Source: an optimization exercise on an open RTL-to-GDS flow (aim: small area). Production flows keep margins and buffers that such runs may drop. Function was checked by simulation only, so behaviour that the tests miss may differ from the original.

==> flow/design.v, too long to show whole: its modules and the start of the top module <==
// module hsv_to_rgb_converter_unit: 1286 lines
module hsv_to_rgb_converter_unit (
  input  wire logic                                 clk,
  input  wire logic                                 rst,
  input  wire logic                                 in_valid,
  output logic                                      in_stall,
  input  wire logic [hsv2rgb_pkg::HUE_BITS-1:0]     hue,
  input  wire logic [hsv2rgb_pkg::CHAN_BITS-1:0]    saturation,
  input  wire logic [hsv2rgb_pkg::CHAN_BITS-1:0]    value,
  output logic                                      out_valid,
  input  wire logic                                 out_stall,
  output logic [hsv2rgb_pkg::CHAN_BITS-1:0]         red,
  output logic [hsv2rgb_pkg::CHAN_BITS-1:0]         green,
  output logic [hsv2rgb_pkg::CHAN_BITS-1:0]         blue,
  output logic [3*hsv2rgb_pkg::CHAN_BITS-1:0]       packed_color
);
  // ...
==> flow/flow/run.sh <==
#!/bin/bash
# Layout flow: the standard flow with two changes to synthesis and one
# to placement.
#  - Synthesis: Yosys's synth runs without its quick ABC pass (-noabc), so
#    the full adders written in the RTL reach extract_fa without inverted
#    polarities, and the final ABC mapping uses flow/area.abc (area-oriented
#    mapping). Registers, their names and cell types are unchanged.
#  - Ports are buffered with sky130_fd_sc_hd__buf_1, and the buffers that
#    synthesis puts between outputs sharing a net are buf_1 too.
# Each tool's output goes to the ORFS logs under orfs/logs; make's output to
# standard.log.
set -euo pipefail
WORK=$PWD
FLOW=$WORK/flow
{
  echo 'proc synth {args} { yosys synth -nofsm -noshare -noabc {*}$args }'
  echo 'proc abc {args} {'
  echo '  set i [lsearch $args -script]'
  echo "  if { \$i >= 0 } { set args [lreplace \$args \$i [expr {\$i + 1}] -script $FLOW/area.abc] }"
  echo '  yosys abc {*}$args'
  echo '}'
  tail -n +2 synth_recipe.tcl
} > my_synth.tcl
bash standard.sh SYNTH_SCRIPT=$WORK/my_synth.tcl \
  "BUFFER_PORTS_ARGS=-buffer_cell sky130_fd_sc_hd__buf_1" \
  "MIN_BUF_CELL_AND_PORTS=sky130_fd_sc_hd__buf_1 A X" finish > standard.log 2>&1
==> flow/flow/area.abc <==
strash
dch -f
amap
topo
==> flow/standard.sh <==
#!/bin/bash
# synth_recipe.tcl (not shown) runs the flow's synth.tcl, then flattens the netlist and writes it again
# the make line also repeats each setting of config.mk as NAME=value (left out here)
make -C /OpenROAD-flow-scripts/flow DESIGN_CONFIG=/design/flow/config.mk WORK_HOME=/design/flow/orfs CLKGATE_MAP_FILE= SYNTH_SCRIPT=/design/flow/synth_recipe.tcl "${@:-finish}"
==> flow/config.mk <==
export PLATFORM = sky130hd
export DESIGN_NAME = hsv_to_rgb_converter_unit
export DESIGN_NICKNAME = hsv_to_rgb_converter_unit
export VERILOG_FILES = /design/flow/design.v
export SDC_FILE = /design/flow/constraint.sdc
export NUM_CORES = 4
export LEC_CHECK = 0
export ABC_AREA = 1
export CAP_MARGIN = 20
export CORE_MARGIN = 2
export CORE_UTILIZATION = 75
export CTS_BUF_LIST = sky130_fd_sc_hd__clkbuf_2 sky130_fd_sc_hd__clkbuf_4 sky130_fd_sc_hd__clkbuf_8
export SLEW_MARGIN = 20
==> flow/constraint.sdc <==
create_clock -name core_clock -period 7.5 [get_ports {clk}]
set_input_delay 1.5000 -clock core_clock [delete_from_list [all_inputs] [get_ports {clk}]]
set_output_delay 1.5000 -clock core_clock [all_outputs]
set_load 0.01 [all_outputs]
==> reports/metrics.cfg, run 1 <==
[critical_path]
critPathRequiredTime_ns=7.61
path_buf_inv=1
cp_slowest_cell=fa_2
cp_max_fo=4
r2r-start=m_q1[8]
end_kind=flip-flop

[run_status]
violatedChecks=negative setup slack
status=failed layout checks

[yosys]
synth_xor_area_share_pct=0.278
muxShareOfSynthArea_pct=0
synth-seq-cells=75
yosysSeqAreaShare_pct=23.6
synth_top_cells_by_area=fa_1 (31%), edfxtp_1 (23%), ha_1 (15%)
synthesis.area_um2=9470

[clock_tree]
cts-root-buf=clkbuf_8
htreeDepth=3

[placement]
dpl.hpwl_um=16300
place_inst=1225
port_buffers=78

[floorplan]
die_w_um=116
die_h_um=116

[layout]
largest_register_ffs=16
inverters=117
dominant_cells=multi-input gates
multi_input_area_share_pct=65.7
multiInputGateArea_um2=6930

[detailed_routing]
drt-initial-drc-count=536
firstDrtPassIters=5
met3_length_um=1570

[timing]
setup_slack_ns=-0.0847
finalSetupViolCount=4
fmax_ghz=0.132
fin_crit_ns=7.58

[grt]
grt_overflow=0

==> run 2, diff against run 1 <==
==> flow/design.v (replaced) <==
`default_nettype none
package hsv2rgb_pkg;
  localparam int CHAN_BITS = 8;
  localparam int HUE_BITS  = 9;
endpackage
`default_nettype wire
`default_nettype none
module hsv_to_rgb_converter_unit (
  input  wire logic                                 clk,
  input  wire logic                                 rst,
  input  wire logic                                 in_valid,
  output logic                                      in_stall,
  input  wire logic [hsv2rgb_pkg::HUE_BITS-1:0]     hue,
  input  wire logic [hsv2rgb_pkg::CHAN_BITS-1:0]    saturation,
  input  wire logic [hsv2rgb_pkg::CHAN_BITS-1:0]    value,
  output logic                                      out_valid,
  input  wire logic                                 out_stall,
  output logic [hsv2rgb_pkg::CHAN_BITS-1:0]         red,
  output logic [hsv2rgb_pkg::CHAN_BITS-1:0]         green,
  output logic [hsv2rgb_pkg::CHAN_BITS-1:0]         blue,
  output logic [3*hsv2rgb_pkg::CHAN_BITS-1:0]       packed_color
);
  logic adv;
  assign adv      = !out_valid || !out_stall;
  assign in_stall = !adv;
  logic [8:0] hw;
  logic [2:0] sect;
  logic [8:0] base;
  logic [5:0] rem;
  logic [5:0] r;
  always_comb begin
    hw = (hue >= 9'd360) ? hue - 9'd360 : hue;
    if      (hw >= 9'd300) begin sect = 3'd5; base = 9'd300; end
    else if (hw >= 9'd240) begin sect = 3'd4; base = 9'd240; end
    else if (hw >= 9'd180) begin sect = 3'd3; base = 9'd180; end
    else if (hw >= 9'd120) begin sect = 3'd2; base = 9'd120; end
    else if (hw >= 9'd60)  begin sect = 3'd1; base = 9'd60;  end
    else                   begin sect = 3'd0; base = 9'd0;   end
    rem = 6'(hw - base);
    r   = sect[0] ? rem : 6'd60 - rem;
  end
  wire nz0 = (|value) & (|saturation);
  wire a0 = value[0] & saturation[0];
  wire a1 = value[0] & saturation[1];
  wire a2 = value[0] & saturation[2];
  wire a3 = value[0] & saturation[3];
  wire a4 = value[0] & saturation[4];
  wire a5 = value[0] & saturation[5];
  wire a6 = value[0] & saturation[6];
  wire a7 = value[0] & saturation[7];
  wire a8 = value[1] & saturation[0];
  wire a9 = value[1] & saturation[1];
  wire a10 = value[1] & saturation[2];
  wire a11 = value[1] & saturation[3];
  wire a12 = value[1] & saturation[4];
  wire a13 = value[1] & saturation[5];
  wire a14 = value[1] & saturation[6];
  wire a15 = value[1] & saturation[7];
  wire a16 = value[2] & saturation[0];
  wire a17 = value[2] & saturation[1];
  wire a18 = value[2] & saturation[2];
  wire a19 = value[2] & saturation[3];
  wire a20 = value[2] & saturation[4];
  wire a21 = value[2] & saturation[5];
  wire a22 = value[2] & saturation[6];
  wire a23 = value[2] & saturation[7];
  wire a24 = value[3] & saturation[0];
  wire a25 = value[3] & saturation[1];
  wire a26 = value[3] & saturation[2];
  wire a27 = value[3] & saturation[3];
  wire a28 = value[3] & saturation[4];
  wire a29 = value[3] & saturation[5];
  wire a30 = value[3] & saturation[6];
  wire a31 = value[3] & saturation[7];
  wire a32 = value[4] & saturation[0];
  wire a33 = value[4] & saturation[1];
  wire a34 = value[4] & saturation[2];
  wire a35 = value[4] & saturation[3];
  wire a36 = value[4] & saturation[4];
  wire a37 = value[4] & saturation[5];
  wire a38 = value[4] & saturation[6];
  wire a39 = value[4] & saturation[7];
  wire a40 = value[5] & saturation[0];
  wire a41 = value[5] & saturation[1];
  wire a42 = value[5] & saturation[2];
  wire a43 = value[5] & saturation[3];
  wire a44 = value[5] & saturation[4];
  wire a45 = value[5] & saturation[5];
  wire a46 = value[5] & saturation[6];
  wire a47 = value[5] & saturation[7];
  wire a48 = value[6] & saturation[0];
  wire a49 = value[6] & saturation[1];
  wire a50 = value[6] & saturation[2];
  wire a51 = value[6] & saturation[3];
  wire a52 = value[6] & saturation[4];
  wire a53 = value[6] & saturation[5];
  wire a54 = value[6] & saturation[6];
  wire a55 = value[6] & saturation[7];
  wire a56 = value[7] & saturation[0];
  wire a57 = value[7] & saturation[1];
  wire a58 = value[7] & saturation[2];
  wire a59 = value[7] & saturation[3];
  wire a60 = value[7] & saturation[4];
  wire a61 = value[7] & saturation[5];
  wire a62 = value[7] & saturation[6];
  wire a63 = value[7] & saturation[7];
  wire a64 = a6 ^ a13;
  wire a65 = a6 & a13;
  wire a66 = a7 ^ a14 ^ a21;
  wire a67 = (a7 & a14) | (a7 & a21) | (a14 & a21);
  wire a68 = a28 ^ a35;
  wire a69 = a28 & a35;
  wire a70 = a15 ^ a22 ^ a29;
  wire a71 = (a15 & a22) | (a15 & a29) | (a22 & a29);
  wire a72 = a36 ^ a43;
  wire a73 = a36 & a43;
  wire a74 = a23 ^ a30 ^ a37;
  wire a75 = (a23 & a30) | (a23 & a37) | (a30 & a37);
  wire a76 = a4 ^ a11;
  wire a77 = a4 & a11;
  wire a78 = a5 ^ a12 ^ a19;
  wire a79 = (a5 & a12) | (a5 & a19) | (a12 & a19);
  wire a80 = a26 ^ a33;
  wire a81 = a26 & a33;
  wire a82 = a20 ^ a27 ^ a34;
  wire a83 = (a20 & a27) | (a20 & a34) | (a27 & a34);
  wire a84 = a41 ^ a48 ^ a64;
  wire a85 = (a41 & a48) | (a41 & a64) | (a48 & a64);
  wire a86 = a42 ^ a49 ^ a56;
  wire a87 = (a42 & a49) | (a42 & a56) | (a49 & a56);
  wire a88 = a65 ^ a66 ^ a68;
  wire a89 = (a65 & a66) | (a65 & a68) | (a66 & a68);
  wire a90 = a50 ^ a57 ^ a67;
  wire a91 = (a50 & a57) | (a50 & a67) | (a57 & a67);
  wire a92 = a69 ^ a70 ^ a72;
  wire a93 = (a69 & a70) | (a69 & a72) | (a70 & a72);
  wire a94 = a44 ^ a51 ^ a58;
  wire a95 = (a44 & a51) | (a44 & a58) | (a51 & a58);
  wire a96 = a71 ^ a73 ^ a74;
  wire a97 = (a71 & a73) | (a71 & a74) | (a73 & a74);
  wire a98 = a31 ^ a38 ^ a45;
  wire a99 = (a31 & a38) | (a31 & a45) | (a38 & a45);
  wire a100 = a52 ^ a59 ^ a75;
  wire a101 = (a52 & a59) | (a52 & a75) | (a59 & a75);
  wire a102 = a39 ^ a46 ^ a53;
  wire a103 = (a39 & a46) | (a39 & a53) | (a46 & a53);
  wire a104 = a3 ^ a10;
  wire a105 = a3 & a10;
  wire a106 = a18 ^ a25 ^ a32;
  wire a107 = (a18 & a25) | (a18 & a32) | (a25 & a32);
  wire a108 = a40 ^ a77 ^ a78;
  wire a109 = (a40 & a77) | (a40 & a78) | (a77 & a78);
  wire a110 = a79 ^ a81 ^ a82;
  wire a111 = (a79 & a81) | (a79 & a82) | (a81 & a82);
  wire a112 = a83 ^ a85 ^ a86;
  wire a113 = (a83 & a85) | (a83 & a86) | (a85 & a86);
  wire a114 = a87 ^ a89 ^ a90;
  wire a115 = (a87 & a89) | (a87 & a90) | (a89 & a90);
  wire a116 = a91 ^ a93 ^ a94;
  wire a117 = (a91 & a93) | (a91 & a94) | (a93 & a94);
  wire a118 = a95 ^ a97 ^ a98;
  wire a119 = (a95 & a97) | (a95 & a98) | (a97 & a98);
  wire a120 = a60 ^ a99 ^ a101;
  wire a121 = (a60 & a99) | (a60 & a101) | (a99 & a101);
  wire a122 = a47 ^ a54 ^ a61;
  wire a123 = (a47 & a54) | (a47 & a61) | (a54 & a61);
  wire a124 = a2 ^ a9;
  wire a125 = a2 & a9;
  wire a126 = a17 ^ a24 ^ a104;
  wire a127 = (a17 & a24) | (a17 & a104) | (a24 & a104);
  wire a128 = a76 ^ a105 ^ a106;
  wire a129 = (a76 & a105) | (a76 & a106) | (a105 & a106);
  wire a130 = a80 ^ a107 ^ a108;
  wire a131 = (a80 & a107) | (a80 & a108) | (a107 & a108);
  wire a132 = a84 ^ a109 ^ a110;
  wire a133 = (a84 & a109) | (a84 & a110) | (a109 & a110);
  wire a134 = a88 ^ a111 ^ a112;
  wire a135 = (a88 & a111) | (a88 & a112) | (a111 & a112);
  wire a136 = a92 ^ a113 ^ a114;
  wire a137 = (a92 & a113) | (a92 & a114) | (a113 & a114);
  wire a138 = a96 ^ a115 ^ a116;
  wire a139 = (a96 & a115) | (a96 & a116) | (a115 & a116);
  wire a140 = a100 ^ a117 ^ a118;
  wire a141 = (a100 & a117) | (a100 & a118) | (a117 & a118);
  wire a142 = a102 ^ a119 ^ a120;
  wire a143 = (a102 & a119) | (a102 & a120) | (a119 & a120);
  wire a144 = a103 ^ a121 ^ a122;
  wire a145 = (a103 & a121) | (a103 & a122) | (a121 & a122);
  wire a146 = a55 ^ a62 ^ a123;
  wire a147 = (a55 & a62) | (a55 & a123) | (a62 & a123);
  wire a148 = a1 & a8;
  wire a149 = a16 & a124;
  wire a150 = a125 & a126;
  wire a151 = a127 & a128;
  wire a152 = a129 & a130;
  wire a153 = a131 & a132;
  wire a154 = a133 & a134;
  wire a155 = a135 & a136;
  wire a156 = a137 & a138;
  wire a157 = a139 & a140;
  wire a158 = a141 & a142;
  wire a159 = a143 & a144;
  wire a160 = a145 & a146;
  wire a161 = a63 & a147;
  wire a162 = a1 ^ a8;
  wire a163 = a16 ^ a124;
  wire a164 = a125 ^ a126;
  wire a165 = a127 ^ a128;
  wire a166 = a129 ^ a130;
  wire a167 = a131 ^ a132;
  wire a168 = a133 ^ a134;
  wire a169 = a135 ^ a136;
  wire a170 = a137 ^ a138;
  wire a171 = a139 ^ a140;
  wire a172 = a141 ^ a142;
  wire a173 = a143 ^ a144;
  wire a174 = a145 ^ a146;
  wire a175 = a63 ^ a147;
  wire a176 = a162 & a0;
  wire a177 = a164 & a149;
  wire a178 = a150 | a177;
  wire a179 = a164 & a163;
  wire a180 = a166 & a151;
  wire a181 = a152 | a180;
  wire a182 = a166 & a165;
  wire a183 = a168 & a153;
  wire a184 = a154 | a183;
  wire a185 = a168 & a167;
  wire a186 = a170 & a155;
  wire a187 = a156 | a186;
  wire a188 = a170 & a169;
  wire a189 = a172 & a157;
  wire a190 = a158 | a189;
  wire a191 = a172 & a171;
  wire a192 = a174 & a159;
  wire a193 = a160 | a192;
  wire a194 = a174 & a173;
  wire a195 = a179 & a148;
  wire a196 = a178 | a195;
  wire a197 = a179 & a176;
  wire a198 = a185 & a181;
  wire a199 = a184 | a198;
  wire a200 = a185 & a182;
  wire a201 = a191 & a187;
  wire a202 = a190 | a201;
  wire a203 = a191 & a188;
  wire a204 = a200 & a196;
  wire a205 = a199 | a204;
  wire a206 = a200 & a197;
  wire a207 = a203 & a205;
  wire a208 = a202 | a207;
  wire a209 = a203 & a206;
  wire a210 = a182 & a196;
  wire a211 = a181 | a210;
  wire a212 = a182 & a197;
  wire a213 = a188 & a205;
  wire a214 = a187 | a213;
  wire a215 = a188 & a206;
  wire a216 = a194 & a208;
  wire a217 = a193 | a216;
  wire a218 = a194 & a209;
  wire a219 = a163 & a148;
  wire a220 = a149 | a219;
  wire a221 = a163 & a176;
  wire a222 = a165 & a196;
  wire a223 = a151 | a222;
  wire a224 = a165 & a197;
  wire a225 = a167 & a211;
  wire a226 = a153 | a225;
  wire a227 = a167 & a212;
  wire a228 = a169 & a205;
  wire a229 = a155 | a228;
  wire a230 = a169 & a206;
  wire a231 = a171 & a214;
  wire a232 = a157 | a231;
  wire a233 = a171 & a215;
  wire a234 = a173 & a208;
  wire a235 = a159 | a234;
  wire a236 = a173 & a209;
  wire a237 = a175 & a217;
  wire a238 = a161 | a237;
  wire a239 = a175 & a218;
  wire a240 = a163 ^ a148;
  wire a241 = a164 ^ a220;
  wire a242 = a165 ^ a196;
  wire a243 = a166 ^ a223;
  wire a244 = a167 ^ a211;
  wire a245 = a168 ^ a226;
  wire a246 = a169 ^ a205;
  wire a247 = a170 ^ a229;
  wire a248 = a171 ^ a214;
  wire a249 = a172 ^ a232;
  wire a250 = a173 ^ a208;
  wire a251 = a174 ^ a235;
  wire a252 = a175 ^ a217;
  wire a253 = a246 & a0;
  wire a254 = a247 & a162;
  wire a255 = a248 & a240;
  wire a256 = a249 & a241;
  wire a257 = a250 & a242;
  wire a258 = a251 & a243;
  wire a259 = a252 & a244;
  wire a260 = a238 & a245;
  wire a261 = a246 ^ a0;
  wire a262 = a247 ^ a162;
  wire a263 = a248 ^ a240;
  wire a264 = a249 ^ a241;
  wire a265 = a250 ^ a242;
  wire a266 = a251 ^ a243;
  wire a267 = a252 ^ a244;
  wire a268 = a238 ^ a245;
  wire a269 = a262 & a253;
  wire a270 = a254 | a269;
  wire a271 = a262 & a261;
  wire a272 = a264 & a255;
  wire a273 = a256 | a272;
  wire a274 = a264 & a263;
  wire a275 = a266 & a257;
  wire a276 = a258 | a275;
  wire a277 = a266 & a265;
  wire a278 = a268 & a259;
  wire a279 = a260 | a278;
  wire a280 = a268 & a267;
  wire a281 = a263 & a270;
  wire a282 = a255 | a281;
  wire a283 = a263 & a271;
  wire a284 = a274 & a270;
  wire a285 = a273 | a284;
  wire a286 = a274 & a271;
  wire a287 = a267 & a276;
  wire a288 = a259 | a287;
  wire a289 = a267 & a277;
  wire a290 = a280 & a276;
  wire a291 = a279 | a290;
  wire a292 = a280 & a277;
  wire a293 = a265 & a285;
  wire a294 = a257 | a293;
  wire a295 = a265 & a286;
  wire a296 = a277 & a285;
  wire a297 = a276 | a296;
  wire a298 = a277 & a286;
  wire a299 = a289 & a285;
  wire a300 = a288 | a299;
  wire a301 = a289 & a286;
  wire a302 = a292 & a285;
  wire a303 = a291 | a302;
  wire a304 = a292 & a286;
  wire a305 = a262 ^ a253;
  wire a306 = a263 ^ a270;
  wire a307 = a264 ^ a282;
  wire a308 = a265 ^ a285;
  wire a309 = a266 ^ a294;
  wire a310 = a267 ^ a297;
  wire a311 = a268 ^ a300;
  wire a312 = ~a303;
  wire a313 = nz0 & a312;
  logic        valid_q1;
  logic [2:0]  sect_q1;
  logic [5:0]  r_q1;
  logic [7:0]  v_q1;
  logic [7:0]  mh_q1;
  logic [7:0]  s_q1;
  logic [1:0]  k_q1;
  always_ff @(posedge clk) begin
    if (rst) begin
      valid_q1 <= 1'b0;
    end else if (adv) begin
      valid_q1 <= in_valid;
    end
  end
  always_ff @(posedge clk) begin
    if (adv) begin
      sect_q1 <= sect;
      r_q1    <= r;
      v_q1    <= value;
      mh_q1   <= {a238, a252, a251, a250, a249, a248, a247, a246};
      s_q1    <= {a311, a310, a309, a308, a307, a306, a305, a261};
      k_q1    <= {a303, a313};
    end
  end
  logic [3:0] w52;
  logic [1:0] e10_lo;
  logic [4:0] hsum;
  wire b0 = ~mh_q1[0];
  wire b1 = ~mh_q1[1];
  wire b2 = ~mh_q1[2];
  wire b3 = ~mh_q1[3];
  wire b4 = ~mh_q1[4];
  wire b5 = ~mh_q1[5];
  wire b6 = ~mh_q1[6];
  wire b7 = ~mh_q1[7];
  wire b8 = ~k_q1[0];
  wire b9 = ~k_q1[1];
  wire b10 = v_q1[1] ^ b1;
  wire b11 = v_q1[1] & b1;
  wire b12 = v_q1[2] ^ b2;
  wire b13 = v_q1[2] & b2;
  wire b14 = v_q1[3] ^ b3;
  wire b15 = v_q1[3] & b3;
  wire b16 = v_q1[4] ^ b4;
  wire b17 = v_q1[4] & b4;
  wire b18 = v_q1[5] ^ b5;
  wire b19 = v_q1[5] & b5;
  wire b20 = v_q1[6] ^ b6;
  wire b21 = v_q1[6] & b6;
  wire b22 = v_q1[7] ^ b7;
  wire b23 = v_q1[7] & b7;
  wire b24 = v_q1[0] ^ b0;
  wire b25 = v_q1[0] & b0;
  wire b26 = ~(b9 ^ b10);
  wire b27 = b9 | b10;
  wire b28 = ~(b11 ^ b12);
  wire b29 = b11 | b12;
  wire b30 = ~(b13 ^ b14);
  wire b31 = b13 | b14;
  wire b32 = ~(b15 ^ b16);
  wire b33 = b15 | b16;
  wire b34 = ~(b17 ^ b18);
  wire b35 = b17 | b18;
  wire b36 = ~(b19 ^ b20);
  wire b37 = b19 | b20;
  wire b38 = ~(b21 ^ b22);
  wire b39 = b21 | b22;
  wire b40 = b8 ^ b24;
  wire b41 = b8 & b24;
  wire b42 = b25 ^ b26 ^ b41;
  wire b43 = (b25 & b26) | (b25 & b41) | (b26 & b41);
  wire b44 = b27 ^ b28 ^ b43;
  wire b45 = (b27 & b28) | (b27 & b43) | (b28 & b43);
  wire b46 = b29 ^ b30 ^ b45;
  wire b47 = (b29 & b30) | (b29 & b45) | (b30 & b45);
  wire b48 = b31 ^ b32 ^ b47;
  wire b49 = (b31 & b32) | (b31 & b47) | (b32 & b47);
  wire b50 = b33 ^ b34 ^ b49;
  wire b51 = (b33 & b34) | (b33 & b49) | (b34 & b49);
  wire b52 = b35 ^ b36 ^ b51;
  wire b53 = (b35 & b36) | (b35 & b51) | (b36 & b51);
  wire b54 = b37 ^ b38 ^ b53;
  wire b55 = (b37 & b38) | (b37 & b53) | (b38 & b53);
  wire b56 = mh_q1[0] & r_q1[0];
  wire b57 = mh_q1[0] & r_q1[1];
  wire b58 = mh_q1[0] & r_q1[2];
  wire b59 = mh_q1[0] & r_q1[3];
  wire b60 = mh_q1[0] & r_q1[4];
  wire b61 = mh_q1[0] & r_q1[5];
  wire b62 = mh_q1[1] & r_q1[0];
  wire b63 = mh_q1[1] & r_q1[1];
  wire b64 = mh_q1[1] & r_q1[2];
  wire b65 = mh_q1[1] & r_q1[3];
  wire b66 = mh_q1[1] & r_q1[4];
  wire b67 = mh_q1[1] & r_q1[5];
  wire b68 = mh_q1[2] & r_q1[0];
  wire b69 = mh_q1[2] & r_q1[1];
  wire b70 = mh_q1[2] & r_q1[2];
  wire b71 = mh_q1[2] & r_q1[3];
  wire b72 = mh_q1[2] & r_q1[4];
  wire b73 = mh_q1[2] & r_q1[5];
  wire b74 = mh_q1[3] & r_q1[0];
  wire b75 = mh_q1[3] & r_q1[1];
  wire b76 = mh_q1[3] & r_q1[2];
  wire b77 = mh_q1[3] & r_q1[3];
  wire b78 = mh_q1[3] & r_q1[4];
  wire b79 = mh_q1[3] & r_q1[5];
  wire b80 = mh_q1[4] & r_q1[0];
  wire b81 = mh_q1[4] & r_q1[1];
  wire b82 = mh_q1[4] & r_q1[2];
  wire b83 = mh_q1[4] & r_q1[3];
  wire b84 = mh_q1[4] & r_q1[4];
  wire b85 = mh_q1[4] & r_q1[5];
  wire b86 = mh_q1[5] & r_q1[0];
  wire b87 = mh_q1[5] & r_q1[1];
  wire b88 = mh_q1[5] & r_q1[2];
  wire b89 = mh_q1[5] & r_q1[3];
  wire b90 = mh_q1[5] & r_q1[4];
  wire b91 = mh_q1[5] & r_q1[5];
  wire b92 = mh_q1[6] & r_q1[0];
  wire b93 = mh_q1[6] & r_q1[1];
  wire b94 = mh_q1[6] & r_q1[2];
  wire b95 = mh_q1[6] & r_q1[3];
  wire b96 = mh_q1[6] & r_q1[4];
  wire b97 = mh_q1[6] & r_q1[5];
  wire b98 = mh_q1[7] & r_q1[0];
  wire b99 = mh_q1[7] & r_q1[1];
  wire b100 = mh_q1[7] & r_q1[2];
  wire b101 = mh_q1[7] & r_q1[3];
  wire b102 = mh_q1[7] & r_q1[4];
  wire b103 = mh_q1[7] & r_q1[5];
  wire b104 = k_q1[0] & r_q1[0];
  wire b105 = k_q1[1] & r_q1[0];
  wire b106 = k_q1[0] & r_q1[1];
  wire b107 = k_q1[1] & r_q1[1];
  wire b108 = k_q1[0] & r_q1[2];
  wire b109 = k_q1[1] & r_q1[2];
  wire b110 = k_q1[0] & r_q1[3];
  wire b111 = k_q1[1] & r_q1[3];
  wire b112 = k_q1[0] & r_q1[4];
  wire b113 = k_q1[1] & r_q1[4];
  wire b114 = k_q1[0] & r_q1[5];
  wire b115 = k_q1[1] & r_q1[5];
  wire b116 = b60 ^ b65;
  wire b117 = b60 & b65;
  wire b118 = b61 ^ b66 ^ b71;
  wire b119 = (b61 & b66) | (b61 & b71) | (b66 & b71);
  wire b120 = b76 ^ b81;
  wire b121 = b76 & b81;
  wire b122 = b67 ^ b72 ^ b77;
  wire b123 = (b67 & b72) | (b67 & b77) | (b72 & b77);
  wire b124 = b82 ^ b87;
  wire b125 = b82 & b87;
  wire b126 = b73 ^ b78 ^ b83;
  wire b127 = (b73 & b78) | (b73 & b83) | (b78 & b83);
  wire b128 = b58 ^ b63;
  wire b129 = b58 & b63;
  wire b130 = b59 ^ b64 ^ b69;
  wire b131 = (b59 & b64) | (b59 & b69) | (b64 & b69);
  wire b132 = b74 ^ b109;
  wire b133 = b74 & b109;
  wire b134 = b70 ^ b75 ^ b80;
  wire b135 = (b70 & b75) | (b70 & b80) | (b75 & b80);
  wire b136 = b111 ^ b112 ^ b116;
  wire b137 = (b111 & b112) | (b111 & b116) | (b112 & b116);
  wire b138 = b86 ^ b113 ^ b114;
  wire b139 = (b86 & b113) | (b86 & b114) | (b113 & b114);
  wire b140 = b117 ^ b118 ^ b120;
  wire b141 = (b117 & b118) | (b117 & b120) | (b118 & b120);
  wire b142 = b92 ^ b115 ^ b119;
  wire b143 = (b92 & b115) | (b92 & b119) | (b115 & b119);
  wire b144 = b121 ^ b122 ^ b124;
  wire b145 = (b121 & b122) | (b121 & b124) | (b122 & b124);
  wire b146 = b88 ^ b93 ^ b98;
  wire b147 = (b88 & b93) | (b88 & b98) | (b93 & b98);
  wire b148 = b123 ^ b125 ^ b126;
  wire b149 = (b123 & b125) | (b123 & b126) | (b125 & b126);
  wire b150 = b79 ^ b84 ^ b89;
  wire b151 = (b79 & b84) | (b79 & b89) | (b84 & b89);
  wire b152 = b94 ^ b99 ^ b127;
  wire b153 = (b94 & b99) | (b94 & b127) | (b99 & b127);
  wire b154 = b85 ^ b90 ^ b95;
  wire b155 = (b85 & b90) | (b85 & b95) | (b90 & b95);
  wire b156 = b57 ^ b62;
  wire b157 = b57 & b62;
  wire b158 = b68 ^ b107 ^ b108;
  wire b159 = (b68 & b107) | (b68 & b108) | (b107 & b108);
  wire b160 = b110 ^ b129 ^ b130;
  wire b161 = (b110 & b129) | (b110 & b130) | (b129 & b130);
  wire b162 = b131 ^ b133 ^ b134;
  wire b163 = (b131 & b133) | (b131 & b134) | (b133 & b134);
  wire b164 = b135 ^ b137 ^ b138;
  wire b165 = (b135 & b137) | (b135 & b138) | (b137 & b138);
  wire b166 = b139 ^ b141 ^ b142;
  wire b167 = (b139 & b141) | (b139 & b142) | (b141 & b142);
  wire b168 = b143 ^ b145 ^ b146;
  wire b169 = (b143 & b145) | (b143 & b146) | (b145 & b146);
  wire b170 = b147 ^ b149 ^ b150;
  wire b171 = (b147 & b149) | (b147 & b150) | (b149 & b150);
  wire b172 = b100 ^ b151 ^ b153;
  wire b173 = (b100 & b151) | (b100 & b153) | (b151 & b153);
  wire b174 = b91 ^ b96 ^ b101;
  wire b175 = (b91 & b96) | (b91 & b101) | (b96 & b101);
  wire b176 = b105 ^ b106;
  wire b177 = b105 & b106;
  wire b178 = b128 ^ b157 ^ b158;
  wire b179 = (b128 & b157) | (b128 & b158) | (b157 & b158);
  wire b180 = b132 ^ b159 ^ b160;
  wire b181 = (b132 & b159) | (b132 & b160) | (b159 & b160);
  wire b182 = b136 ^ b161 ^ b162;
  wire b183 = (b136 & b161) | (b136 & b162) | (b161 & b162);
  wire b184 = b140 ^ b163 ^ b164;
  wire b185 = (b140 & b163) | (b140 & b164) | (b163 & b164);
  wire b186 = b144 ^ b165 ^ b166;
  wire b187 = (b144 & b165) | (b144 & b166) | (b165 & b166);
  wire b188 = b148 ^ b167 ^ b168;
  wire b189 = (b148 & b167) | (b148 & b168) | (b167 & b168);
  wire b190 = b152 ^ b169 ^ b170;
  wire b191 = (b152 & b169) | (b152 & b170) | (b169 & b170);
  wire b192 = b154 ^ b171 ^ b172;
  wire b193 = (b154 & b171) | (b154 & b172) | (b171 & b172);
  wire b194 = b155 ^ b173 ^ b174;
  wire b195 = (b155 & b173) | (b155 & b174) | (b173 & b174);
  wire b196 = b97 ^ b102 ^ b175;
  wire b197 = (b97 & b102) | (b97 & b175) | (b102 & b175);
  wire b198 = b56 & b104;
  wire b199 = b156 & b176;
  wire b200 = b177 & b178;
  wire b201 = b179 & b180;
  wire b202 = b181 & b182;
  wire b203 = b183 & b184;
  wire b204 = b185 & b186;
  wire b205 = b187 & b188;
  wire b206 = b189 & b190;
  wire b207 = b191 & b192;
  wire b208 = b193 & b194;
  wire b209 = b195 & b196;
  wire b210 = b103 & b197;
  wire b211 = b56 ^ b104;
  wire b212 = b156 ^ b176;
  wire b213 = b177 ^ b178;
  wire b214 = b179 ^ b180;
  wire b215 = b181 ^ b182;
  wire b216 = b183 ^ b184;
  wire b217 = b185 ^ b186;
  wire b218 = b187 ^ b188;
  wire b219 = b189 ^ b190;
  wire b220 = b191 ^ b192;
  wire b221 = b193 ^ b194;
  wire b222 = b195 ^ b196;
  wire b223 = b103 ^ b197;
  wire b224 = b212 & b198;
  wire b225 = b199 | b224;
  wire b226 = b212 & b211;
  wire b227 = b214 & b200;
  wire b228 = b201 | b227;
  wire b229 = b214 & b213;
  wire b230 = b216 & b202;
  wire b231 = b203 | b230;
  wire b232 = b216 & b215;
  wire b233 = b218 & b204;
  wire b234 = b205 | b233;
  wire b235 = b218 & b217;
  wire b236 = b220 & b206;
  wire b237 = b207 | b236;
  wire b238 = b220 & b219;
  wire b239 = b222 & b208;
  wire b240 = b209 | b239;
  wire b241 = b222 & b221;
  wire b242 = b229 & b225;
  wire b243 = b228 | b242;
  wire b244 = b229 & b226;
  wire b245 = b235 & b231;
  wire b246 = b234 | b245;
  wire b247 = b235 & b232;
  wire b248 = b241 & b237;
  wire b249 = b240 | b248;
  wire b250 = b241 & b238;
  wire b251 = b247 & b243;
  wire b252 = b246 | b251;
  wire b253 = b247 & b244;
  wire b254 = b250 & b252;
  wire b255 = b249 | b254;
  wire b256 = b250 & b253;
  wire b257 = b232 & b243;
  wire b258 = b231 | b257;
  wire b259 = b232 & b244;
  wire b260 = b238 & b252;
  wire b261 = b237 | b260;
  wire b262 = b238 & b253;
  wire b263 = b213 & b225;
  wire b264 = b200 | b263;
  wire b265 = b213 & b226;
  wire b266 = b215 & b243;
  wire b267 = b202 | b266;
  wire b268 = b215 & b244;
  wire b269 = b217 & b258;
  wire b270 = b204 | b269;
  wire b271 = b217 & b259;
  wire b272 = b219 & b252;
  wire b273 = b206 | b272;
  wire b274 = b219 & b253;
  wire b275 = b221 & b261;
  wire b276 = b208 | b275;
  wire b277 = b221 & b262;
  wire b278 = b223 & b255;
  wire b279 = b210 | b278;
  wire b280 = b223 & b256;
  wire b281 = b212 ^ b198;
  wire b282 = b213 ^ b225;
  wire b283 = b214 ^ b264;
  wire b284 = b215 ^ b243;
  wire b285 = b216 ^ b267;
  wire b286 = b217 ^ b258;
  wire b287 = b218 ^ b270;
  wire b288 = b219 ^ b252;
  wire b289 = b220 ^ b273;
  wire b290 = b221 ^ b261;
  wire b291 = b222 ^ b276;
  wire b292 = b223 ^ b255;
  wire b293 = b286 & b282;
  wire b294 = b287 & b283;
  wire b295 = b288 & b284;
  wire b296 = b289 & b285;
  wire b297 = b286 ^ b282;
  wire b298 = b287 ^ b283;
  wire b299 = b288 ^ b284;
  wire b300 = b289 ^ b285;
  wire b301 = b298 & b293;
  wire b302 = b294 | b301;
  wire b303 = b298 & b297;
  wire b304 = b300 & b295;
  wire b305 = b296 | b304;
  wire b306 = b300 & b299;
  wire b307 = b291 & b290;
  wire b308 = b279 & b292;
  wire b309 = b306 & b302;
  wire b310 = b305 | b309;
  wire b311 = b306 & b303;
  wire b312 = b308 & b307;
  wire b313 = b312 & b310;
  wire b314 = b312 & b311;
  wire b315 = b307 & b310;
  wire b316 = b307 & b311;
  wire b317 = b299 & b302;
  wire b318 = b295 | b317;
  wire b319 = b299 & b303;
  wire b320 = b290 & b310;
  wire b321 = b290 & b311;
  wire b322 = b292 & b315;
  wire b323 = b292 & b316;
  wire b324 = b298 ^ b293;
  wire b325 = b299 ^ b302;
  wire b326 = b300 ^ b318;
  wire b327 = b290 ^ b310;
  wire b328 = b291 ^ b320;
  wire b329 = b292 ^ b315;
  wire b330 = b279 ^ b322;
  wire b331 = b327 & b297;
  wire b332 = b328 & b324;
  wire b333 = b329 & b325;
  wire b334 = b330 & b326;
  wire b335 = b327 ^ b297;
  wire b336 = b328 ^ b324;
  wire b337 = b329 ^ b325;
  wire b338 = b330 ^ b326;
  wire b339 = b336 & b331;
  wire b340 = b332 | b339;
  wire b341 = b336 & b335;
  wire b342 = b338 & b333;
  wire b343 = b334 | b342;
  wire b344 = b338 & b337;
  wire b345 = b344 & b340;
  wire b346 = b343 | b345;
  wire b347 = b344 & b341;
  wire b348 = b337 & b340;
  wire b349 = b333 | b348;
  wire b350 = b337 & b341;
  wire b351 = b336 ^ b331;
  wire b352 = b337 ^ b340;
  wire b353 = b338 ^ b349;
  wire b354 = v_q1[4] ^ b286;
  wire b355 = v_q1[4] & b286;
  wire b356 = v_q1[5] ^ b287 ^ b283;
  wire b357 = (v_q1[5] & b287) | (v_q1[5] & b283) | (b287 & b283);
  wire b358 = v_q1[6] ^ b288 ^ b284;
  wire b359 = (v_q1[6] & b288) | (v_q1[6] & b284) | (b288 & b284);
  wire b360 = v_q1[7] ^ b289 ^ b285;
  wire b361 = (v_q1[7] & b289) | (v_q1[7] & b285) | (b289 & b285);
  wire b362 = v_q1[0] & b282;
  wire b363 = v_q1[1] & b283;
  wire b364 = v_q1[2] & b284;
  wire b365 = v_q1[3] & b285;
  wire b366 = b282 & b354;
  wire b367 = b355 & b356;
  wire b368 = b357 & b358;
  wire b369 = b359 & b360;
  wire b370 = v_q1[0] ^ b282;
  wire b371 = v_q1[1] ^ b283;
  wire b372 = v_q1[2] ^ b284;
  wire b373 = v_q1[3] ^ b285;
  wire b374 = b282 ^ b354;
  wire b375 = b355 ^ b356;
  wire b376 = b357 ^ b358;
  wire b377 = b359 ^ b360;
  wire b378 = b371 & b362;
  wire b379 = b363 | b378;
  wire b380 = b371 & b370;
  wire b381 = b373 & b364;
  wire b382 = b365 | b381;
  wire b383 = b373 & b372;
  wire b384 = b375 & b366;
  wire b385 = b367 | b384;
  wire b386 = b375 & b374;
  wire b387 = b377 & b368;
  wire b388 = b369 | b387;
  wire b389 = b377 & b376;
  wire b390 = b383 & b379;
  wire b391 = b382 | b390;
  wire b392 = b383 & b380;
  wire b393 = b389 & b385;
  wire b394 = b388 | b393;
  wire b395 = b389 & b386;
  wire b396 = b395 & b391;
  wire b397 = b394 | b396;
  wire b398 = b395 & b392;
  wire b399 = b386 & b391;
  wire b400 = b385 | b399;
  wire b401 = b386 & b392;
  wire b402 = b372 & b379;
  wire b403 = b364 | b402;
  wire b404 = b372 & b380;
  wire b405 = b374 & b391;
  wire b406 = b366 | b405;
  wire b407 = b374 & b392;
  wire b408 = b376 & b400;
  wire b409 = b368 | b408;
  wire b410 = b376 & b401;
  wire b411 = b371 ^ b362;
  wire b412 = b372 ^ b379;
  wire b413 = b373 ^ b403;
  wire b414 = b374 ^ b391;
  wire b415 = b375 ^ b406;
  wire b416 = b376 ^ b400;
  wire b417 = b377 ^ b409;
  wire b418 = ~s_q1[0];
  wire b419 = ~s_q1[1];
  wire b420 = ~s_q1[2];
  wire b421 = ~s_q1[3];
  wire b422 = ~s_q1[4];
  wire b423 = ~s_q1[5];
  wire b424 = ~s_q1[6];
  wire b425 = ~s_q1[7];
  wire b426 = b418 & r_q1[0];
  wire b427 = b418 & r_q1[1];
  wire b428 = b418 & r_q1[2];
  wire b429 = b418 & r_q1[3];
  wire b430 = b418 & r_q1[4];
  wire b431 = b418 & r_q1[5];
  wire b432 = b419 & r_q1[0];
  wire b433 = b419 & r_q1[1];
  wire b434 = b419 & r_q1[2];
  wire b435 = b419 & r_q1[3];
  wire b436 = b419 & r_q1[4];
  wire b437 = b419 & r_q1[5];
  wire b438 = b420 & r_q1[0];
  wire b439 = b420 & r_q1[1];
  wire b440 = b420 & r_q1[2];
  wire b441 = b420 & r_q1[3];
  wire b442 = b420 & r_q1[4];
  wire b443 = b420 & r_q1[5];
  wire b444 = b421 & r_q1[0];
  wire b445 = b421 & r_q1[1];
  wire b446 = b421 & r_q1[2];
  wire b447 = b421 & r_q1[3];
  wire b448 = b421 & r_q1[4];
  wire b449 = b421 & r_q1[5];
  wire b450 = b422 & r_q1[0];
  wire b451 = b422 & r_q1[1];
  wire b452 = b422 & r_q1[2];
  wire b453 = b422 & r_q1[3];
  wire b454 = b422 & r_q1[4];
  wire b455 = b422 & r_q1[5];
  wire b456 = b423 & r_q1[0];
  wire b457 = b423 & r_q1[1];
  wire b458 = b423 & r_q1[2];
  wire b459 = b423 & r_q1[3];
  wire b460 = b423 & r_q1[4];
  wire b461 = b423 & r_q1[5];
  wire b462 = b424 & r_q1[0];
  wire b463 = b424 & r_q1[1];
  wire b464 = b424 & r_q1[2];
  wire b465 = b424 & r_q1[3];
  wire b466 = b424 & r_q1[4];
  wire b467 = b424 & r_q1[5];
  wire b468 = b425 & r_q1[0];
  wire b469 = b425 & r_q1[1];
  wire b470 = b425 & r_q1[2];
  wire b471 = b425 & r_q1[3];
  wire b472 = b425 & r_q1[4];
  wire b473 = b425 & r_q1[5];
  wire b474 = ~r_q1[0];
  wire b475 = k_q1[1] & b474;
  wire b476 = ~r_q1[1];
  wire b477 = k_q1[1] & b476;
  wire b478 = ~r_q1[2];
  wire b479 = k_q1[1] & b478;
  wire b480 = ~r_q1[3];
  wire b481 = k_q1[1] & b480;
  wire b482 = ~r_q1[4];
  wire b483 = k_q1[1] & b482;
  wire b484 = ~r_q1[5];
  wire b485 = k_q1[1] & b484;
  wire b486 = b431 ^ b436;
  wire b487 = b431 & b436;
  wire b488 = b437 ^ b442 ^ b447;
  wire b489 = (b437 & b442) | (b437 & b447) | (b442 & b447);
  wire b490 = b443 ^ b448 ^ b453;
  wire b491 = (b443 & b448) | (b443 & b453) | (b448 & b453);
  wire b492 = b449 ^ b454;
  wire b493 = b449 & b454;
  wire b494 = b429 ^ b434;
  wire b495 = b429 & b434;
  wire b496 = b430 ^ b435 ^ b440;
  wire b497 = (b430 & b435) | (b430 & b440) | (b435 & b440);
  wire b498 = b445 ^ b450;
  wire b499 = b445 & b450;
  wire b500 = b441 ^ b446 ^ b451;
  wire b501 = (b441 & b446) | (b441 & b451) | (b446 & b451);
  wire b502 = b456 ^ b485 ^ b486;
  wire b503 = (b456 & b485) | (b456 & b486) | (b485 & b486);
  wire b504 = b452 ^ b457 ^ b462;
  wire b505 = (b452 & b457) | (b452 & b462) | (b457 & b462);
  wire b506 = k_q1[1] ^ b487 ^ b488;
  wire b507 = (k_q1[1] & b487) | (k_q1[1] & b488) | (b487 & b488);
  wire b508 = b458 ^ b463 ^ b468;
  wire b509 = (b458 & b463) | (b458 & b468) | (b463 & b468);
  wire b510 = k_q1[1] ^ b489 ^ b490;
  wire b511 = (k_q1[1] & b489) | (k_q1[1] & b490) | (b489 & b490);
  wire b512 = b459 ^ b464 ^ b469;
  wire b513 = (b459 & b464) | (b459 & b469) | (b464 & b469);
  wire b514 = k_q1[1] ^ b491 ^ b492;
  wire b515 = (k_q1[1] & b491) | (k_q1[1] & b492) | (b491 & b492);
  wire b516 = b455 ^ b460 ^ b465;
  wire b517 = (b455 & b460) | (b455 & b465) | (b460 & b465);
  wire b518 = b470 ^ k_q1[1] ^ b493;
  wire b519 = (b470 & k_q1[1]) | (b470 & b493) | (k_q1[1] & b493);
  wire b520 = b461 ^ b466 ^ b471;
  wire b521 = (b461 & b466) | (b461 & b471) | (b466 & b471);
  wire b522 = b428 ^ b433;
  wire b523 = b428 & b433;
  wire b524 = b439 ^ b444 ^ b481;
  wire b525 = (b439 & b444) | (b439 & b481) | (b444 & b481);
  wire b526 = b483 ^ b495 ^ b496;
  wire b527 = (b483 & b495) | (b483 & b496) | (b495 & b496);
  wire b528 = b497 ^ b499 ^ b500;
  wire b529 = (b497 & b499) | (b497 & b500) | (b499 & b500);
  wire b530 = b501 ^ b503 ^ b504;
  wire b531 = (b501 & b503) | (b501 & b504) | (b503 & b504);
  wire b532 = b505 ^ b507 ^ b508;
  wire b533 = (b505 & b507) | (b505 & b508) | (b507 & b508);
  wire b534 = b509 ^ b511 ^ b512;
  wire b535 = (b509 & b511) | (b509 & b512) | (b511 & b512);
  wire b536 = b513 ^ b515 ^ b516;
  wire b537 = (b513 & b515) | (b513 & b516) | (b515 & b516);
  wire b538 = k_q1[1] ^ b517 ^ b519;
  wire b539 = (k_q1[1] & b517) | (k_q1[1] & b519) | (b517 & b519);
  wire b540 = b467 ^ b472 ^ k_q1[1];
  wire b541 = (b467 & b472) | (b467 & k_q1[1]) | (b472 & k_q1[1]);
  wire b542 = b426 ^ b475;
  wire b543 = b426 & b475;
  wire b544 = b427 ^ b432 ^ b477;
  wire b545 = (b427 & b432) | (b427 & b477) | (b432 & b477);
  wire b546 = b438 ^ b479 ^ b522;
  wire b547 = (b438 & b479) | (b438 & b522) | (b479 & b522);
  wire b548 = b494 ^ b523 ^ b524;
  wire b549 = (b494 & b523) | (b494 & b524) | (b523 & b524);
  wire b550 = b498 ^ b525 ^ b526;
  wire b551 = (b498 & b525) | (b498 & b526) | (b525 & b526);
  wire b552 = b502 ^ b527 ^ b528;
  wire b553 = (b502 & b527) | (b502 & b528) | (b527 & b528);
  wire b554 = b506 ^ b529 ^ b530;
  wire b555 = (b506 & b529) | (b506 & b530) | (b529 & b530);
  wire b556 = b510 ^ b531 ^ b532;
  wire b557 = (b510 & b531) | (b510 & b532) | (b531 & b532);
  wire b558 = b514 ^ b533 ^ b534;
  wire b559 = (b514 & b533) | (b514 & b534) | (b533 & b534);
  wire b560 = b518 ^ b535 ^ b536;
  wire b561 = (b518 & b535) | (b518 & b536) | (b535 & b536);
  wire b562 = b520 ^ b537 ^ b538;
  wire b563 = (b520 & b537) | (b520 & b538) | (b537 & b538);
  wire b564 = b521 ^ b539 ^ b540;
  wire b565 = (b521 & b539) | (b521 & b540) | (b539 & b540);
  wire b566 = b473 ^ k_q1[1] ^ b541;
  wire b567 = (b473 & k_q1[1]) | (b473 & b541) | (k_q1[1] & b541);
  wire b568 = k_q1[1] & b542;
  wire b569 = b543 & b544;
  wire b570 = b545 & b546;
  wire b571 = b547 & b548;
  wire b572 = b549 & b550;
  wire b573 = b551 & b552;
  wire b574 = b553 & b554;
  wire b575 = b555 & b556;
  wire b576 = b557 & b558;
  wire b577 = b559 & b560;
  wire b578 = b561 & b562;
  wire b579 = b563 & b564;
  wire b580 = b565 & b566;
  wire b581 = k_q1[1] & b567;
  wire b582 = k_q1[1] ^ b542;
  wire b583 = b543 ^ b544;
  wire b584 = b545 ^ b546;
  wire b585 = b547 ^ b548;
  wire b586 = b549 ^ b550;
  wire b587 = b551 ^ b552;
  wire b588 = b553 ^ b554;
  wire b589 = b555 ^ b556;
  wire b590 = b557 ^ b558;
  wire b591 = b559 ^ b560;
  wire b592 = b561 ^ b562;
  wire b593 = b563 ^ b564;
  wire b594 = b565 ^ b566;
  wire b595 = k_q1[1] ^ b567;
  wire b596 = b583 & b568;
  wire b597 = b569 | b596;
  wire b598 = b583 & b582;
  wire b599 = b585 & b570;
  wire b600 = b571 | b599;
  wire b601 = b585 & b584;
  wire b602 = b587 & b572;
  wire b603 = b573 | b602;
  wire b604 = b587 & b586;
  wire b605 = b589 & b574;
  wire b606 = b575 | b605;
  wire b607 = b589 & b588;
  wire b608 = b591 & b576;
  wire b609 = b577 | b608;
  wire b610 = b591 & b590;
  wire b611 = b593 & b578;
  wire b612 = b579 | b611;
  wire b613 = b593 & b592;
  wire b614 = b595 & b580;
  wire b615 = b581 | b614;
  wire b616 = b595 & b594;
  wire b617 = b584 & b597;
  wire b618 = b570 | b617;
  wire b619 = b584 & b598;
  wire b620 = b601 & b597;
  wire b621 = b600 | b620;
  wire b622 = b601 & b598;
  wire b623 = b588 & b603;
  wire b624 = b574 | b623;
  wire b625 = b588 & b604;
  wire b626 = b607 & b603;
  wire b627 = b606 | b626;
  wire b628 = b607 & b604;
  wire b629 = b592 & b609;
  wire b630 = b578 | b629;
  wire b631 = b592 & b610;
  wire b632 = b613 & b609;
  wire b633 = b612 | b632;
  wire b634 = b613 & b610;
  wire b635 = b586 & b621;
  wire b636 = b572 | b635;
  wire b637 = b586 & b622;
  wire b638 = b604 & b621;
  wire b639 = b603 | b638;
  wire b640 = b604 & b622;
  wire b641 = b625 & b621;
  wire b642 = b624 | b641;
  wire b643 = b625 & b622;
  wire b644 = b628 & b621;
  wire b645 = b627 | b644;
  wire b646 = b628 & b622;
  wire b647 = b594 & b633;
  wire b648 = b580 | b647;
  wire b649 = b594 & b634;
  wire b650 = b616 & b633;
  wire b651 = b615 | b650;
  wire b652 = b616 & b634;
  wire b653 = b590 & b645;
  wire b654 = b576 | b653;
  wire b655 = b590 & b646;
  wire b656 = b610 & b645;
  wire b657 = b609 | b656;
  wire b658 = b610 & b646;
  wire b659 = b631 & b645;
  wire b660 = b630 | b659;
  wire b661 = b631 & b646;
  wire b662 = b634 & b645;
  wire b663 = b633 | b662;
  wire b664 = b634 & b646;
  wire b665 = b649 & b645;
  wire b666 = b648 | b665;
  wire b667 = b649 & b646;
  wire b668 = b652 & b645;
  wire b669 = b651 | b668;
  wire b670 = b652 & b646;
  wire b671 = b583 ^ b568;
  wire b672 = b584 ^ b597;
  wire b673 = b585 ^ b618;
  wire b674 = b586 ^ b621;
  wire b675 = b587 ^ b636;
  wire b676 = b588 ^ b639;
  wire b677 = b589 ^ b642;
  wire b678 = b590 ^ b645;
  wire b679 = b591 ^ b654;
  wire b680 = b592 ^ b657;
  wire b681 = b593 ^ b660;
  wire b682 = b594 ^ b663;
  wire b683 = b595 ^ b666;
  wire b684 = b582 & b678;
  wire b685 = b671 & b679;
  wire b686 = b672 & b680;
  wire b687 = b673 & b681;
  wire b688 = b674 & b682;
  wire b689 = b675 & b683;
  wire b690 = b582 ^ b678;
  wire b691 = b671 ^ b679;
  wire b692 = b672 ^ b680;
  wire b693 = b673 ^ b681;
  wire b694 = b674 ^ b682;
  wire b695 = b675 ^ b683;
  wire b696 = b684 | b690;
  wire b697 = b691 & b696;
  wire b698 = b685 | b697;
  wire b699 = b691 & b690;
  wire b700 = b693 & b686;
  wire b701 = b687 | b700;
  wire b702 = b693 & b692;
  wire b703 = b695 & b688;
  wire b704 = b689 | b703;
  wire b705 = b695 & b694;
  wire b706 = b677 & b676;
  wire b707 = b692 & b698;
  wire b708 = b686 | b707;
  wire b709 = b692 & b699;
  wire b710 = b702 & b698;
  wire b711 = b701 | b710;
  wire b712 = b702 & b699;
  wire b713 = b676 & b704;
  wire b714 = b676 & b705;
  wire b715 = b706 & b704;
  wire b716 = b706 & b705;
  wire b717 = b694 & b711;
  wire b718 = b688 | b717;
  wire b719 = b694 & b712;
  wire b720 = b705 & b711;
  wire b721 = b704 | b720;
  wire b722 = b705 & b712;
  wire b723 = b714 & b711;
  wire b724 = b713 | b723;
  wire b725 = b714 & b712;
  wire b726 = b716 & b711;
  wire b727 = b715 | b726;
  wire b728 = b716 & b712;
  wire b729 = ~b690;
  wire b730 = b691 ^ b696;
  wire b731 = b692 ^ b698;
  wire b732 = b693 ^ b708;
  wire b733 = b694 ^ b711;
  wire b734 = b695 ^ b718;
  wire b735 = b676 ^ b721;
  wire b736 = b677 ^ b724;
  wire b737 = b678 & b727;
  wire b738 = b678 ^ b727;
  wire b739 = b679 & b737;
  wire b740 = b679 & b738;
  wire b741 = b681 & b680;
  wire b742 = b683 & b682;
  wire b743 = b680 & b739;
  wire b744 = b680 & b740;
  wire b745 = b741 & b739;
  wire b746 = b741 & b740;
  wire b747 = b682 & b745;
  wire b748 = b682 & b746;
  wire b749 = b742 & b745;
  wire b750 = b742 & b746;
  wire b751 = b679 ^ b737;
  wire b752 = b680 ^ b739;
  wire b753 = b681 ^ b743;
  wire b754 = b682 ^ b745;
  wire b755 = b683 ^ b747;
  assign e10_lo = {b281, b211};
  assign hsum   = {b346, b353, b352, b351, b335};
  assign w52    = (hsum >= 5'd15) ? 4'(hsum - 5'd15) : hsum[3:0];
  logic [2:0] sect_q2;
  logic [7:0] v_q2;
  logic [7:0] p_q2;
  logic [7:0] a_q2;
  logic [3:0] w52_q2;
  logic [1:0] w4_q2;
  logic [5:0] g_q2;
  always_ff @(posedge clk) begin
    if (rst) begin
      out_valid <= 1'b0;
    end else if (adv) begin
      out_valid <= valid_q1;
    end
  end
  always_ff @(posedge clk) begin
    if (adv) begin
      sect_q2 <= sect_q1;
      v_q2    <= v_q1;
      p_q2    <= {b54, b52, b50, b48, b46, b44, b42, b40};
      a_q2    <= {b417, b416, b415, b414, b413, b412, b411, b370};
      w52_q2  <= w52;
      w4_q2   <= e10_lo;
      g_q2    <= {b755, b754, b753, b752, b751, b738};
    end
  end
  logic [7:0] x;
  logic [5:0] w;
  assign w  = {w52_q2, w4_q2};
  wire o0 = ~g_q2[0];
  wire o1 = ~g_q2[1];
  wire o2 = ~g_q2[2];
  wire o3 = ~g_q2[3];
  wire o4 = ~g_q2[4];
  wire o5 = ~g_q2[5];
  wire o6 = w[0] & o0;
  wire o7 = w[1] & o1;
  wire o8 = w[2] & o2;
  wire o9 = w[3] & o3;
  wire o10 = w[4] & o4;
  wire o11 = w[5] & o5;
  wire o12 = w[0] ^ o0;
  wire o13 = w[1] ^ o1;
  wire o14 = w[2] ^ o2;
  wire o15 = w[3] ^ o3;
  wire o16 = w[4] ^ o4;
  wire o17 = w[5] ^ o5;
  wire o18 = o13 & o6;
  wire o19 = o7 | o18;
  wire o20 = o13 & o12;
  wire o21 = o15 & o8;
  wire o22 = o9 | o21;
  wire o23 = o15 & o14;
  wire o24 = o17 & o10;
  wire o25 = o11 | o24;
  wire o26 = o17 & o16;
  wire o27 = o23 & o19;
  wire o28 = o22 | o27;
  wire o29 = o23 & o20;
  wire o30 = o26 & o28;
  wire o31 = o25 | o30;
  wire o32 = o26 & o29;
  wire o33 = o14 & o19;
  wire o34 = o8 | o33;
  wire o35 = o14 & o20;
  wire o36 = o16 & o28;
  wire o37 = o10 | o36;
  wire o38 = o16 & o29;
  wire o39 = o13 ^ o6;
  wire o40 = o14 ^ o19;
  wire o41 = o15 ^ o34;
  wire o42 = o16 ^ o28;
  wire o43 = o17 ^ o37;
  wire o44 = ~w[2];
  wire o45 = ~w[3];
  wire o46 = ~w[4];
  wire o47 = ~w[5];
  wire o48 = ~w[2];
  wire o49 = ~w[3];
  wire o50 = ~w[4];
  wire o51 = ~w[5];
  wire o52 = ~o31;
  wire o53 = a_q2[0] & o44;
  wire o54 = a_q2[1] & o45;
  wire o55 = a_q2[2] & o46;
  wire o56 = a_q2[3] & o47;
  wire o57 = a_q2[4] & o48;
  wire o58 = a_q2[5] & o49;
  wire o59 = a_q2[6] & o50;
  wire o60 = a_q2[7] & o51;
  wire o61 = a_q2[0] ^ o44;
  wire o62 = a_q2[1] ^ o45;
  wire o63 = a_q2[2] ^ o46;
  wire o64 = a_q2[3] ^ o47;
  wire o65 = a_q2[4] ^ o48;
  wire o66 = a_q2[5] ^ o49;
  wire o67 = a_q2[6] ^ o50;
  wire o68 = a_q2[7] ^ o51;
  wire o69 = o61 & o52;
  wire o70 = o53 | o69;
  wire o71 = o62 & o70;
  wire o72 = o54 | o71;
  wire o73 = o62 & o61;
  wire o74 = o64 & o55;
  wire o75 = o56 | o74;
  wire o76 = o64 & o63;
  wire o77 = o66 & o57;
  wire o78 = o58 | o77;
  wire o79 = o66 & o65;
  wire o80 = o68 & o59;
  wire o81 = o60 | o80;
  wire o82 = o68 & o67;
  wire o83 = o76 & o72;
  wire o84 = o75 | o83;
  wire o85 = o76 & o73;
  wire o86 = o82 & o78;
  wire o87 = o81 | o86;
  wire o88 = o82 & o79;
  wire o89 = o88 & o84;
  wire o90 = o87 | o89;
  wire o91 = o88 & o85;
  wire o92 = o79 & o84;
  wire o93 = o78 | o92;
  wire o94 = o79 & o85;
  wire o95 = o63 & o72;
  wire o96 = o55 | o95;
  wire o97 = o63 & o73;
  wire o98 = o65 & o84;
  wire o99 = o57 | o98;
  wire o100 = o65 & o85;
  wire o101 = o67 & o93;
  wire o102 = o59 | o101;
  wire o103 = o67 & o94;
  wire o104 = o61 ^ o52;
  wire o105 = o62 ^ o70;
  wire o106 = o63 ^ o72;
  wire o107 = o64 ^ o96;
  wire o108 = o65 ^ o84;
  wire o109 = o66 ^ o99;
  wire o110 = o67 ^ o93;
  wire o111 = o68 ^ o102;
  assign x = {o111, o110, o109, o108, o107, o106, o105, o104};
  always_comb begin
    case (sect_q2)
      3'd0:    begin red = v_q2; green = x;    blue = p_q2; end
      3'd1:    begin red = x;    green = v_q2; blue = p_q2; end
      3'd2:    begin red = p_q2; green = v_q2; blue = x;    end
      3'd3:    begin red = p_q2; green = x;    blue = v_q2; end
      3'd4:    begin red = x;    green = p_q2; blue = v_q2; end
      default: begin red = v_q2; green = p_q2; blue = x;    end
    endcase
  end
  assign packed_color = {red, green, blue};
endmodule
`default_nettype wire
==> run 2 against run 1 <==
  * The run now finishes clean
  * Non-clock buffer count decreased by 24
  * Die area up 0.34%
  * Final cell count shrank 1.9%
  * Wire length decreased by 8.9%
  * Sequential cell count up 1
  * Register-to-register slack improved by 0.48 ns
  * Utilization fell by 2.8 points
  * Largest cell class unchanged
  * Global-route usage decreased by 2.1 points
  * Via count fell by 4.3%
==> reports/metrics.cfg, run 2 <==
[run_status]
status=finished clean  ; was failed layout checks

[critical_path]
cp_max_fo=9  ; was 4
end_kind=flip-flop  ; unchanged
cp.arrival_ns=7.20  ; was 7.70 ns
startpoint=r_q1[5]  ; was m_q1[8]
critPathKind=flip-flop to flip-flop  ; unchanged
critPathRequiredTime_ns=7.60  ; was 7.61 ns
r2r-start=r_q1[5]  ; was m_q1[8]
worstSetupStartpointType=flip-flop  ; unchanged

[grt]
grt_overflow=0  ; unchanged
grt_pass1_wl_um=31400  ; was 33,500 um
grt_usage_pct=30.2  ; was 32.2%
use_met1_pct=39.7  ; was 40.2%
grt_use_met2_pct=52.2  ; was 55.9%
antenna_found_initial=0  ; unchanged
grt_max_degree=77  ; was 76
grt_pass1_vias=6837  ; was 7,262
grt_most_used_layer=met2  ; unchanged
globalRouteMet3Util_pct=4.20  ; was 5.03%

[timing]
hold_violations=0  ; unchanged
clock_skew_ns=0.0162  ; was 0.00928 ns
tightest_slew_ns=0.967  ; was 0.910 ns
finalSetupViolCount=0  ; was 4
finalSetupTns_ns=0  ; was -0.234 ns
maxSlewViolCount=0  ; unchanged
fmax_ghz=0.141  ; was 0.132 GHz
fin_crit_ns=7.10  ; was 7.58 ns
maxSlewHeadroom_pct=35.6  ; was 39.3%
post-route-period-util_pct=94.7  ; was 101%

[floorplan]
die_area_um2=13600  ; was 13,500 um^2
core_um2=12500  ; about the same
ios=79  ; unchanged
fp-row-count=41  ; unchanged
die_w_um=117  ; was 116 um
die_h_um=117  ; was 116 um
start_util_pct=75.9  ; was 76.0%

[clock_tree]
cts-root-buf=clkbuf_8  ; unchanged
cts_buffers=9  ; unchanged
htreeDepth=3  ; unchanged
cts_buffer_depth=2  ; unchanged
cts_sinks=76  ; was 75
cts_tree=done  ; unchanged
path_clk_slew_ns=0.07  ; about the same
clk_latency_ns=0.35  ; was 0.36 ns

[yosys]
yosysWarnings=1  ; unchanged
synth_compound_area_share_pct=10.8  ; was 10.7%
yosysTopAreaCellShare_pct=31.0  ; was 31.1%
synth_top_family_by_area=adder cells  ; unchanged
synth_top_cells_by_area=fa_1 (31%), edfxtp_1 (23%), ha_1 (15%)  ; unchanged
synthSimpleGateAreaFrac_pct=13.1  ; was 13.3%
synth_commonest_cells=nor2_1 (248), fa_1 (147), ha_1 (117), clkinv_1 (115), edfxtp_1 (74)  ; was nor2_1 (255), fa_1 (147), clkinv_1 (117), ha_1 (117), edfxtp_1 (73)
synth-seq-cells=76  ; was 75
synth_xor_area_share_pct=0.369  ; was 0.278%
async_flop_share_pct=0  ; unchanged
synth_fa_ha_area_share_pct=46.4  ; was 46.5%
synth_edf_count=74  ; was 73
netlist_instances=972  ; was 975
syn_nets=1265  ; was 1,268
muxShareOfSynthArea_pct=0  ; unchanged
yosysTopAreaCell=fa_1  ; unchanged
synth-main-ff-cell=edfxtp_1  ; unchanged
yosysMostFrequentCell=nor2_1  ; unchanged
yosysSeqAreaShare_pct=23.8  ; was 23.6%
synth.avg_cell_area_um2=9.78  ; was 9.71 um^2
yosysUniqueCellTypes=32  ; was 34
synthesis.area_um2=9500  ; was 9470 um^2

[layout]
num_antenna_cells=0  ; unchanged
fill_cells=822  ; was 713
num-nets-final=1341  ; was 1,368
drive_gt1_share_pct=3.13  ; was 8.64%
layout_common_cells=nor2_1 (247), fa_1 (147), ha_1 (117)  ; was nor2_1 (247), fa_1 (141), clkinv_1 (116)
area_growth_pct=7.72  ; was 11.4%
multiInputGateArea_um2=6740  ; was 6930 um^2
final_common_cell=nor2_1  ; unchanged
seqCellArea_um2=2260  ; was 2230 um^2

[detailed_routing]
wl_per_cell_um=15.8  ; was 17.0 um
drt_wl_total_um=19300  ; was 21,200 um
viasPerCell=5.81  ; was 5.95
firstDrtPassIters=6  ; was 5
dr_total_vias=7118  ; was 7,436
antenna_left=0  ; unchanged
drt-initial-drc-count=497  ; was 536
drc=0  ; unchanged

[hold_path]
hold_class=flip-flop to flip-flop  ; unchanged
hold_start=valid_q1  ; unchanged

[placement]
port_buffers=78  ; unchanged
dpl.hpwl_um=16000  ; was 16,300 um
place.gp.congestion=0.918  ; was 0.902

[flow_run]
maxCapViolCount=0  ; unchanged

==> run 2: kinds of logic after synthesis <==
logic type / after synthesis
xor gates and xnor gates: 4
and+or+nand+nor: 317
DFF: 76
buffers and inverters: 140
adders and majority gates: 264
AOI/OAI and AO/OA: 171
==> run 2: final timing paths <==
kind,slack (ns),end,depth (start not counted)
worst max-delay path,0.40,w52_q2[1],23
worst min-delay path,0.50,out_valid,2
worst max register to register,0.40,w52_q2[1],23
worst min register to register,0.50,out_valid,2
==> run 2: metal layers <==
metal / wire length [um] / vias up
met5: 0 / -
met4: 550 / 0
met3: 1190 / 47
met2: 9650 / 294
met1: 7950 / 3369
li1: - / 3408
==> run 2: critical path, stage by stage, from the launching register on <==
cell and delay (ns):
edfxtp_1 0.40, clkinvlp_4 0.21, nor2_2 0.18, fa_1 0.43, fa_1 0.45, fa_1 0.55
fa_1 0.47, ha_1 0.30, a21oi_1 0.12, o21bai_1 0.13, fa_1 0.41, a21oi_1 0.26
ha_1 0.32, a21oi_1 0.14, nand2_1 0.08, ha_1 0.28, ha_1 0.19, fa_1 0.41
fa_1 0.51, nand3_1 0.14, nand2_1 0.10, a221oi_4 0.38, clkinv_1 0.19, o22a_1 0.20
==> run 2: what timing repair did <==
action,in CTS,in global routing
gates resized for setup,0,7
hold buffers,0,0
buffers inserted,0,5
endpoints found under the setup margin,0,4
hold endpoints to repair,0,0
==> run 2: stage by stage <==
| step | area, um^2 | worst slack (ns) | hold slack [ns] | util (%) | instances |
|---|---|---|---|---|---|
| floorplan | 9500 | 0.469 | 0.400 | - | 972 |
| global placement | 9980 | 0.400 | 0.458 | 79.7 | 1204 |
| detailed placement | 9980 | 0.296 | 0.481 | 79.7 | 1204 |
| CTS | 10200 | 0.0648 | 0.499 | 81.2 | 1220 |
| global route | 10200 | -0.00397 | 0.538 | 81.8 | 1225 |
| finish | 10200 | 0.397 | 0.500 | 81.8 | 1225 |
==> run 2: cell type report <==
class | count | area share (%)
clock buffer | 10 | 1.28
timing repair buffer | 90 | 3.74
multi-input combinational | 756 | 65.9
inverter | 115 | 4.36
clock inverter | 6 | 0.538
sequential | 76 | 22.1
tap | 172 | 2.10

[port drivers added, routing unchanged]
No port has a modelled driver above. Below, the same layouts with a new extraction and two added sets of constraints.
Step 1 assumes that a clkbuf_16 drives the clock port and a buf_2 every other input.
Step 2 also shifts input and output timing later by t, the mid clock arrival at the registers, as if the neighbouring blocks saw the same clock.
a / b / c = no drivers / after step 1 / after step 2; a / b = the first two.
run | t, ns | setup WS [ns] | cell pins on the clock port's net
run 1 | 0.389 | -0.085 / -0.085 / -0.085 | 1
run 2 | 0.387 | 0.397 / 0.397 / 0.284 | 1
For run 2, which loses most, drivers alone change the setup slack by 0.000 ns; drivers and shift together by -0.113 ns.
